What follows belongs to an exercise in optimizing a design on an open flow for small area; a production flow would make more cautious choices. The RTL was checked by simulation tests, not by an equivalence proof against the original design.

==> job 3679 <==
==> flow/design.v (excerpt) <==
module fm_stereo_top (
    input  wire logic                 clock,
    input  wire logic                 i_arst_n,
    input  wire logic                 i_mpx_wr,
    input  wire fm_pkg::stereo_pair_t i_mpx,
    output logic                      o_mpx_full,
    input  wire logic                 i_volume_wr,
    input  wire fm_pkg::sample_t      i_volume,
    input  wire logic                 i_left_rd,
    output fm_pkg::sample_t           o_left_data,
    output logic                      o_left_empty,
    input  wire logic                 i_right_rd,
    output fm_pkg::sample_t           o_right_data,
    output logic                      o_right_empty
);
==> module deemphasis_iir, before the edit <==
module deemphasis_iir (
    input  wire logic             clock,
    input  wire logic             i_arst_n,
    input  wire fm_pkg::dq_pair_t i_in_pair,
    input  wire logic             i_in_wr,
    output logic                  o_in_full,
    output fm_pkg::y_pair_t       o_out_pair,
    output logic                  o_out_wr,
    input  wire logic             i_out_full
);
    function automatic fm_pkg::y_t iir_step(
        input fm_pkg::dq_t x,
        input fm_pkg::dq_t x1,
        input fm_pkg::y_t  y1
    );
        logic [32-1:0] ny;
        logic [32-1:0] prod;
        fm_pkg::dq_t              fb;
        ny       = ~{{(32 - ((32 - 10) + 2)){y1[((32 - 10) + 2)-1]}}, y1};
        prod     = (ny << 9) + (ny << 7) + (ny << 4) + (ny << 3) + (ny << 1) +
                   -(-32'sd666);
        fb       = prod[32-1:10];
        iir_step = {{2{x[(32 - 10)-1]}}, x} + {{2{x1[(32 - 10)-1]}}, x1} +
                   {{2{fb[(32 - 10)-1]}}, fb};
    endfunction
    logic            valid_q;
    logic            accept;
    logic            drain;
    fm_pkg::dq_t left_x1;
    fm_pkg::y_t  left_y1;
    fm_pkg::dq_t right_x1;
    fm_pkg::y_t  right_y1;
    fm_pkg::y_t  left_y;
    fm_pkg::y_t  right_y;
    assign drain     = valid_q && !i_out_full;
    assign o_in_full = valid_q && i_out_full;
    assign accept    = i_in_wr && !o_in_full;
    assign left_y  = iir_step(i_in_pair.first, left_x1, left_y1);
    assign right_y = iir_step(i_in_pair.second, right_x1, right_y1);
    always_ff @(posedge clock or negedge i_arst_n) begin
        if (!i_arst_n) begin
            valid_q  <= 1'b0;
            left_x1  <= '0;
            left_y1  <= '0;
            right_x1 <= '0;
            right_y1 <= '0;
        end else if (accept) begin
            valid_q  <= 1'b1;
            left_x1  <= i_in_pair.first;
            left_y1  <= left_y;
            right_x1 <= i_in_pair.second;
            right_y1 <= right_y;
        end else if (drain) begin
            valid_q <= 1'b0;
        end
    end
    assign o_out_pair.first  = left_y1;
    assign o_out_pair.second = right_y1;
    assign o_out_wr = valid_q;
endmodule
Settings: LEC_CHECK=0, CAP_MARGIN=20, CORE_MARGIN=2, CORE_UTILIZATION=40, SLEW_MARGIN=20; clock period 9.0 ns.
run.sh (not shown) runs the stock make flow with config.mk's settings and CLKGATE_MAP_FILE= SYNTH_SCRIPT=/design/flow/synth_recipe.tcl, a recipe that flattens the netlist after the stock synthesis.
==> job 3074 (differences from job 3679) <==
--- a/flow/design.v
+++ b/flow/design.v
@@ -143,2 +143,3 @@
     logic            drain;
+    logic            hist_q;
     fm_pkg::dq_t left_x1;
@@ -147,2 +148,6 @@
     fm_pkg::y_t  right_y1;
+    fm_pkg::dq_t left_x1_h;
+    fm_pkg::y_t  left_y1_h;
+    fm_pkg::dq_t right_x1_h;
+    fm_pkg::y_t  right_y1_h;
     fm_pkg::y_t  left_y;
@@ -152,13 +157,21 @@
     assign accept    = i_in_wr && !o_in_full;
-    assign left_y  = iir_step(i_in_pair.first, left_x1, left_y1);
-    assign right_y = iir_step(i_in_pair.second, right_x1, right_y1);
+    assign left_x1_h  = left_x1 & {(32 - 10){hist_q}};
+    assign left_y1_h  = left_y1 & {((32 - 10) + 2){hist_q}};
+    assign right_x1_h = right_x1 & {(32 - 10){hist_q}};
+    assign right_y1_h = right_y1 & {((32 - 10) + 2){hist_q}};
+    assign left_y  = iir_step(i_in_pair.first, left_x1_h, left_y1_h);
+    assign right_y = iir_step(i_in_pair.second, right_x1_h, right_y1_h);
     always_ff @(posedge clock or negedge i_arst_n) begin
         if (!i_arst_n) begin
-            valid_q  <= 1'b0;
-            left_x1  <= '0;
-            left_y1  <= '0;
-            right_x1 <= '0;
-            right_y1 <= '0;
+            valid_q <= 1'b0;
+            hist_q  <= 1'b0;
         end else if (accept) begin
-            valid_q  <= 1'b1;
+            valid_q <= 1'b1;
+            hist_q  <= 1'b1;
+        end else if (drain) begin
+            valid_q <= 1'b0;
+        end
+    end
+    always_ff @(posedge clock) begin
+        if (accept) begin
             left_x1  <= i_in_pair.first;
@@ -167,4 +180,2 @@
             right_y1 <= right_y;
-        end else if (drain) begin
-            valid_q <= 1'b0;
         end
- CORE_UTILIZATION: 40 -> 60
- CTS_CLUSTER_DIAMETER: default -> 100
- CTS_CLUSTER_SIZE: default -> 22
==> notes.md <==
- Of job 3074 and job 3679, job 3074 has the higher maximum frequency (gap 0.32%, measured against job 3679).
- Between job 3679 and job 3074, the lower sequential share of layout area is in job 3679 (gap 2.7 points).
- Final area: job 3074 is smaller than job 3679 (about 5%).
- Against job 3679, the hold slack of job 3074 is worse by 13 ps.
- Job 3074 completed without violations. Job 3679 ran to the end with no violations.

---

==> build 95: inputs <==
fm_stereo_top, a different RTL version from the one above (not shown whole).
Settings: LEC_CHECK=0, CAP_MARGIN=20, CORE_MARGIN=2, CORE_UTILIZATION=40, SLEW_MARGIN=20; clock period 9.0 ns.
==> trial 36 (differences from build 95) <==
==> flow/design.v (replaced) <==
`default_nettype none
package fm_pkg;
    typedef logic signed [32-1:0] sample_t;
    typedef struct packed {
        sample_t first;
        sample_t second;
    } stereo_pair_t;
    function automatic sample_t dequantise(input sample_t a, input sample_t b);
        logic signed [32-1:0] prod;
        prod = a * b;
        dequantise = prod >>> 10;
    endfunction
endpackage
`default_nettype wire
`default_nettype none
module sample_fifo #(
    parameter int WIDTH = 32,
    parameter int DEPTH = 16
) (
    input  wire logic             clock,
    input  wire logic             i_arst_n,
    input  wire logic             i_wr,
    input  wire logic [WIDTH-1:0] i_din,
    output logic                  o_full,
    input  wire logic             i_rd,
    output logic [WIDTH-1:0]      o_dout,
    output logic                  o_empty
);
    localparam int AW = $clog2(DEPTH);
    logic [WIDTH-1:0] mem [DEPTH];
    logic [AW:0] wr_ptr;
    logic [AW:0] rd_ptr;
    logic        do_wr;
    logic        do_rd;
    assign do_wr = i_wr && !o_full;
    assign do_rd = i_rd && !o_empty;
    always_ff @(posedge clock or negedge i_arst_n) begin
        if (!i_arst_n) begin
            wr_ptr <= '0;
            rd_ptr <= '0;
        end else begin
            if (do_wr) begin
                wr_ptr <= wr_ptr + 1'b1;
            end
            if (do_rd) begin
                rd_ptr <= rd_ptr + 1'b1;
            end
        end
    end
    always_ff @(posedge clock) begin
        if (do_wr) begin
            mem[wr_ptr[AW-1:0]] <= i_din;
        end
    end
    assign o_empty = (wr_ptr == rd_ptr);
    assign o_full  = (wr_ptr[AW] != rd_ptr[AW]) &&
                     (wr_ptr[AW-1:0] == rd_ptr[AW-1:0]);
    assign o_dout = mem[rd_ptr[AW-1:0]];
endmodule
`default_nettype wire
`default_nettype none
module stereo_matrix (
    input  wire logic                 clock,
    input  wire logic                 i_arst_n,
    input  wire fm_pkg::stereo_pair_t i_in_pair,
    input  wire logic                 i_in_empty,
    output logic                      o_in_rd,
    output fm_pkg::stereo_pair_t      o_out_pair,
    output logic                      o_out_wr,
    input  wire logic                 i_out_full
);
    logic valid_q;
    logic drain;
    assign drain = valid_q && !i_out_full;
    assign o_in_rd = !i_in_empty && (!valid_q || drain);
    always_ff @(posedge clock or negedge i_arst_n) begin
        if (!i_arst_n) begin
            valid_q <= 1'b0;
        end else if (o_in_rd) begin
            valid_q <= 1'b1;
        end else if (drain) begin
            valid_q <= 1'b0;
        end
    end
    always_ff @(posedge clock) begin
        if (o_in_rd) begin
            o_out_pair.first  <= i_in_pair.first + i_in_pair.second;
            o_out_pair.second <= i_in_pair.first - i_in_pair.second;
        end
    end
    assign o_out_wr = valid_q;
endmodule
`default_nettype wire
`default_nettype none
module deemphasis_iir (
    input  wire logic                 clock,
    input  wire logic                 i_arst_n,
    input  wire fm_pkg::stereo_pair_t i_in_pair,
    input  wire logic                 i_in_wr,
    output logic                      o_in_full,
    output fm_pkg::stereo_pair_t      o_out_pair,
    output logic                      o_out_wr,
    input  wire logic                 i_out_full
);
    function automatic fm_pkg::sample_t iir_step(
        input fm_pkg::sample_t x,
        input fm_pkg::sample_t x1,
        input fm_pkg::sample_t y1
    );
        iir_step = fm_pkg::dequantise((32'sd178), x) +
               fm_pkg::dequantise((32'sd178), x1) +
               fm_pkg::dequantise((-32'sd666), y1);
    endfunction
    logic            valid_q;
    logic            accept;
    logic            drain;
    fm_pkg::sample_t left_x1;
    fm_pkg::sample_t left_y1;
    fm_pkg::sample_t right_x1;
    fm_pkg::sample_t right_y1;
    fm_pkg::sample_t left_y;
    fm_pkg::sample_t right_y;
    assign drain     = valid_q && !i_out_full;
    assign o_in_full = valid_q && i_out_full;
    assign accept    = i_in_wr && !o_in_full;
    assign left_y  = iir_step(i_in_pair.first, left_x1, left_y1);
    assign right_y = iir_step(i_in_pair.second, right_x1, right_y1);
    always_ff @(posedge clock or negedge i_arst_n) begin
        if (!i_arst_n) begin
            valid_q  <= 1'b0;
            left_x1  <= '0;
            left_y1  <= '0;
            right_x1 <= '0;
            right_y1 <= '0;
        end else if (accept) begin
            valid_q  <= 1'b1;
            left_x1  <= i_in_pair.first;
            left_y1  <= left_y;
            right_x1 <= i_in_pair.second;
            right_y1 <= right_y;
        end else if (drain) begin
            valid_q <= 1'b0;
        end
    end
    always_ff @(posedge clock) begin
        if (accept) begin
            o_out_pair.first  <= left_y;
            o_out_pair.second <= right_y;
        end
    end
    assign o_out_wr = valid_q;
endmodule
`default_nettype wire
`default_nettype none
module volume_gain (
    input  wire logic                 clock,
    input  wire logic                 i_arst_n,
    input  wire logic                 i_volume_wr,
    input  wire fm_pkg::sample_t      i_volume,
    input  wire fm_pkg::stereo_pair_t i_in_pair,
    input  wire logic                 i_in_wr,
    output logic                      o_in_full,
    output fm_pkg::sample_t           o_left,
    output fm_pkg::sample_t           o_right,
    output logic                      o_out_wr,
    input  wire logic                 i_left_full,
    input  wire logic                 i_right_full
);
    logic            valid_q;
    logic            out_blocked;
    logic            accept;
    fm_pkg::sample_t volume;
    fm_pkg::sample_t left_gain;
    fm_pkg::sample_t right_gain;
    assign out_blocked = i_left_full || i_right_full;
    assign o_out_wr    = valid_q && !out_blocked;
    assign o_in_full   = valid_q && out_blocked;
    assign accept      = i_in_wr && !o_in_full;
    always_ff @(posedge clock or negedge i_arst_n) begin
        if (!i_arst_n) begin
            volume <= (32'sd1024);
        end else if (i_volume_wr) begin
            volume <= i_volume;
        end
    end
    always_ff @(posedge clock or negedge i_arst_n) begin
        if (!i_arst_n) begin
            valid_q <= 1'b0;
        end else if (accept) begin
            valid_q <= 1'b1;
        end else if (o_out_wr) begin
            valid_q <= 1'b0;
        end
    end
    always_comb begin
        left_gain  = fm_pkg::dequantise(i_in_pair.first, volume) <<< (14 - 10);
        right_gain = fm_pkg::dequantise(i_in_pair.second, volume) <<< (14 - 10);
    end
    always_ff @(posedge clock) begin
        if (accept) begin
            o_left  <= left_gain;
            o_right <= right_gain;
        end
    end
endmodule
`default_nettype wire
`default_nettype none
module fm_stereo_top (
    input  wire logic                 clock,
    input  wire logic                 i_arst_n,
    input  wire logic                 i_mpx_wr,
    input  wire fm_pkg::stereo_pair_t i_mpx,
    output logic                      o_mpx_full,
    input  wire logic                 i_volume_wr,
    input  wire fm_pkg::sample_t      i_volume,
    input  wire logic                 i_left_rd,
    output fm_pkg::sample_t           o_left_data,
    output logic                      o_left_empty,
    input  wire logic                 i_right_rd,
    output fm_pkg::sample_t           o_right_data,
    output logic                      o_right_empty
);
    fm_pkg::stereo_pair_t mpx_pair;
    logic                 mpx_empty;
    logic                 mpx_rd;
    fm_pkg::stereo_pair_t mtx_pair;
    logic                 mtx_wr;
    logic                 mtx_full;
    fm_pkg::stereo_pair_t iir_pair;
    logic                 iir_wr;
    logic                 iir_full;
    fm_pkg::sample_t      gain_left;
    fm_pkg::sample_t      gain_right;
    logic                 gain_wr;
    logic                 left_full;
    logic                 right_full;
    sample_fifo #(
        .WIDTH(2 * 32),
        .DEPTH(16)
    ) u_mpx_fifo (
        .clock   (clock),
        .i_arst_n(i_arst_n),
        .i_wr    (i_mpx_wr),
        .i_din   (i_mpx),
        .o_full  (o_mpx_full),
        .i_rd    (mpx_rd),
        .o_dout  (mpx_pair),
        .o_empty (mpx_empty)
    );
    stereo_matrix u_stereo_matrix (
        .clock     (clock),
        .i_arst_n  (i_arst_n),
        .i_in_pair (mpx_pair),
        .i_in_empty(mpx_empty),
        .o_in_rd   (mpx_rd),
        .o_out_pair(mtx_pair),
        .o_out_wr  (mtx_wr),
        .i_out_full(mtx_full)
    );
    deemphasis_iir u_deemphasis_iir (
        .clock     (clock),
        .i_arst_n  (i_arst_n),
        .i_in_pair (mtx_pair),
        .i_in_wr   (mtx_wr),
        .o_in_full (mtx_full),
        .o_out_pair(iir_pair),
        .o_out_wr  (iir_wr),
        .i_out_full(iir_full)
    );
    volume_gain u_volume_gain (
        .clock       (clock),
        .i_arst_n    (i_arst_n),
        .i_volume_wr (i_volume_wr),
        .i_volume    (i_volume),
        .i_in_pair   (iir_pair),
        .i_in_wr     (iir_wr),
        .o_in_full   (iir_full),
        .o_left      (gain_left),
        .o_right     (gain_right),
        .o_out_wr    (gain_wr),
        .i_left_full (left_full),
        .i_right_full(right_full)
    );
    sample_fifo #(
        .WIDTH(32),
        .DEPTH(16)
    ) u_left_fifo (
        .clock   (clock),
        .i_arst_n(i_arst_n),
        .i_wr    (gain_wr),
        .i_din   (gain_left),
        .o_full  (left_full),
        .i_rd    (i_left_rd),
        .o_dout  (o_left_data),
        .o_empty (o_left_empty)
    );
    sample_fifo #(
        .WIDTH(32),
        .DEPTH(16)
    ) u_right_fifo (
        .clock   (clock),
        .i_arst_n(i_arst_n),
        .i_wr    (gain_wr),
        .i_din   (gain_right),
        .o_full  (right_full),
        .i_rd    (i_right_rd),
        .o_dout  (o_right_data),
        .o_empty (o_right_empty)
    );
endmodule
`default_nettype wire
==> impl_metrics.toml <==
[drt]
num_vias = 62000

[final_layout]
clk_share_pct = 4.64

[yosys]
synth_edf_count = 1496

[run_status]
status = "no timing/DRC/antenna violations"

[floorplanning]
die_x_um = 525

[setup_path]
critPathSlowestCell = "dfrtp_1"

[place]
hpwl_um = 168000
Source of the figures above: build 95

==> impl_metrics.toml <==
[global_route]
grt.met3_usage_pct = 2.17
grt_max_degree = 110

[drt]
drtIter0Drc = 4551
num_vias = 73500

[final_layout]
clk_share_pct = 5.07
finalNetCount = 12100
fin_util_pct = 44.4

[place]
hpwl_um = 206000

[setup_path]
arrival_ps = 8940
crit_buf_inv = 2

[floorplanning]
io_pins = 169
die_x_um = 580

[timing]
finalClockSkew_ps = 78.9

[run_status]
status = "no timing/DRC/antenna violations"
Source of the figures above: trial 36


---

==> inputs of violet <==
fm_stereo_top with an RTL version that a note above also has.
## fm_stereo_top
module fm_stereo_top (
    input  wire logic                 clock,
    input  wire logic                 i_arst_n,
    input  wire logic                 i_mpx_wr,
    input  wire fm_pkg::stereo_pair_t i_mpx,
    output logic                      o_mpx_full,
    input  wire logic                 i_volume_wr,
    input  wire fm_pkg::sample_t      i_volume,
    input  wire logic                 i_left_rd,
    output fm_pkg::sample_t           o_left_data,
    output logic                      o_left_empty,
    input  wire logic                 i_right_rd,
    output fm_pkg::sample_t           o_right_data,
    output logic                      o_right_empty
);
clock: 9.0 ns
lec_check: 0
cap_margin: 20
core_margin: 2
core_utilization: 50
cts_cluster_diameter: 100
cts_cluster_size: 22
slew_margin: 20
==> xenon: changes against violet <==
--- a/flow/config.mk
+++ b/flow/config.mk
@@ -8,5 +8,5 @@
 export CAP_MARGIN = 20
 export CORE_MARGIN = 2
-export CORE_UTILIZATION = 50
+export CORE_UTILIZATION = 40
 export CTS_CLUSTER_DIAMETER = 100
 export CTS_CLUSTER_SIZE = 22
==> summary of the runs <==
Against xenon, the final area of violet is lower by 1.1%. In xenon the clock skew is higher than in violet, by 0.065 ns. Via count: violet is lower than xenon (0.95%). Between violet and xenon, the lower core utilization is in xenon (gap 10 points). Against violet, the first-iteration DRC count of xenon is lower by 0.89%. Of violet and xenon, xenon has the higher non-clock buffer count (gap 49). Flip-flop and latch count is the same in violet and xenon. Synthesized cell count is the same in violet and xenon.

port drivers added, routing unchanged:
In the flow no input, the clock included, has a driving cell. The finished layouts below were timed again as built, in two steps.
Step 1, drivers: a clkbuf_16 drives clock and a buf_2 each remaining input, both assumed.
Step 2, shift: input delay + t, output delay - t, t = (earliest + latest rising clock arrival at the registers) / 2. This alone moves slack from input paths to output paths.
Slacks: ideal / step 1 / step 2; pairs: ideal / step 1.
run | t (ns) | slack for setup (ns) | hold slack, ns | worst register clock-pin slew, ns
job 3679 | 0.933 | 0.443 / 0.443 / -0.223 | 0.467 / 0.467 / 0.467 | 0.08 / 0.08
job 3074 | 0.828 | 0.471 / 0.471 / -0.132 | 0.454 / 0.454 / 0.454 | 0.10 / 0.10
build 95 | 0.926 | 0.681 / 0.681 / -0.055 | 0.491 / 0.491 / 0.491 | 0.07 / 0.07
trial 36 | 0.972 | 0.778 / 0.778 / 0.778 | 0.489 / 0.489 / 0.489 | 0.07 / 0.07
violet | 0.830 | 0.506 / 0.506 / -0.089 | 0.442 / 0.442 / 0.442 | 0.10 / 0.10
xenon | 0.836 | 0.466 / 0.466 / -0.111 | 0.442 / 0.442 / 0.442 | 0.10 / 0.10
With both steps, setup timing fails in 5 of these runs, where it was met with ideal ports. The setup slack of build 95, which loses most, moves by 0.000 ns with the drivers and by -0.736 ns with both steps.
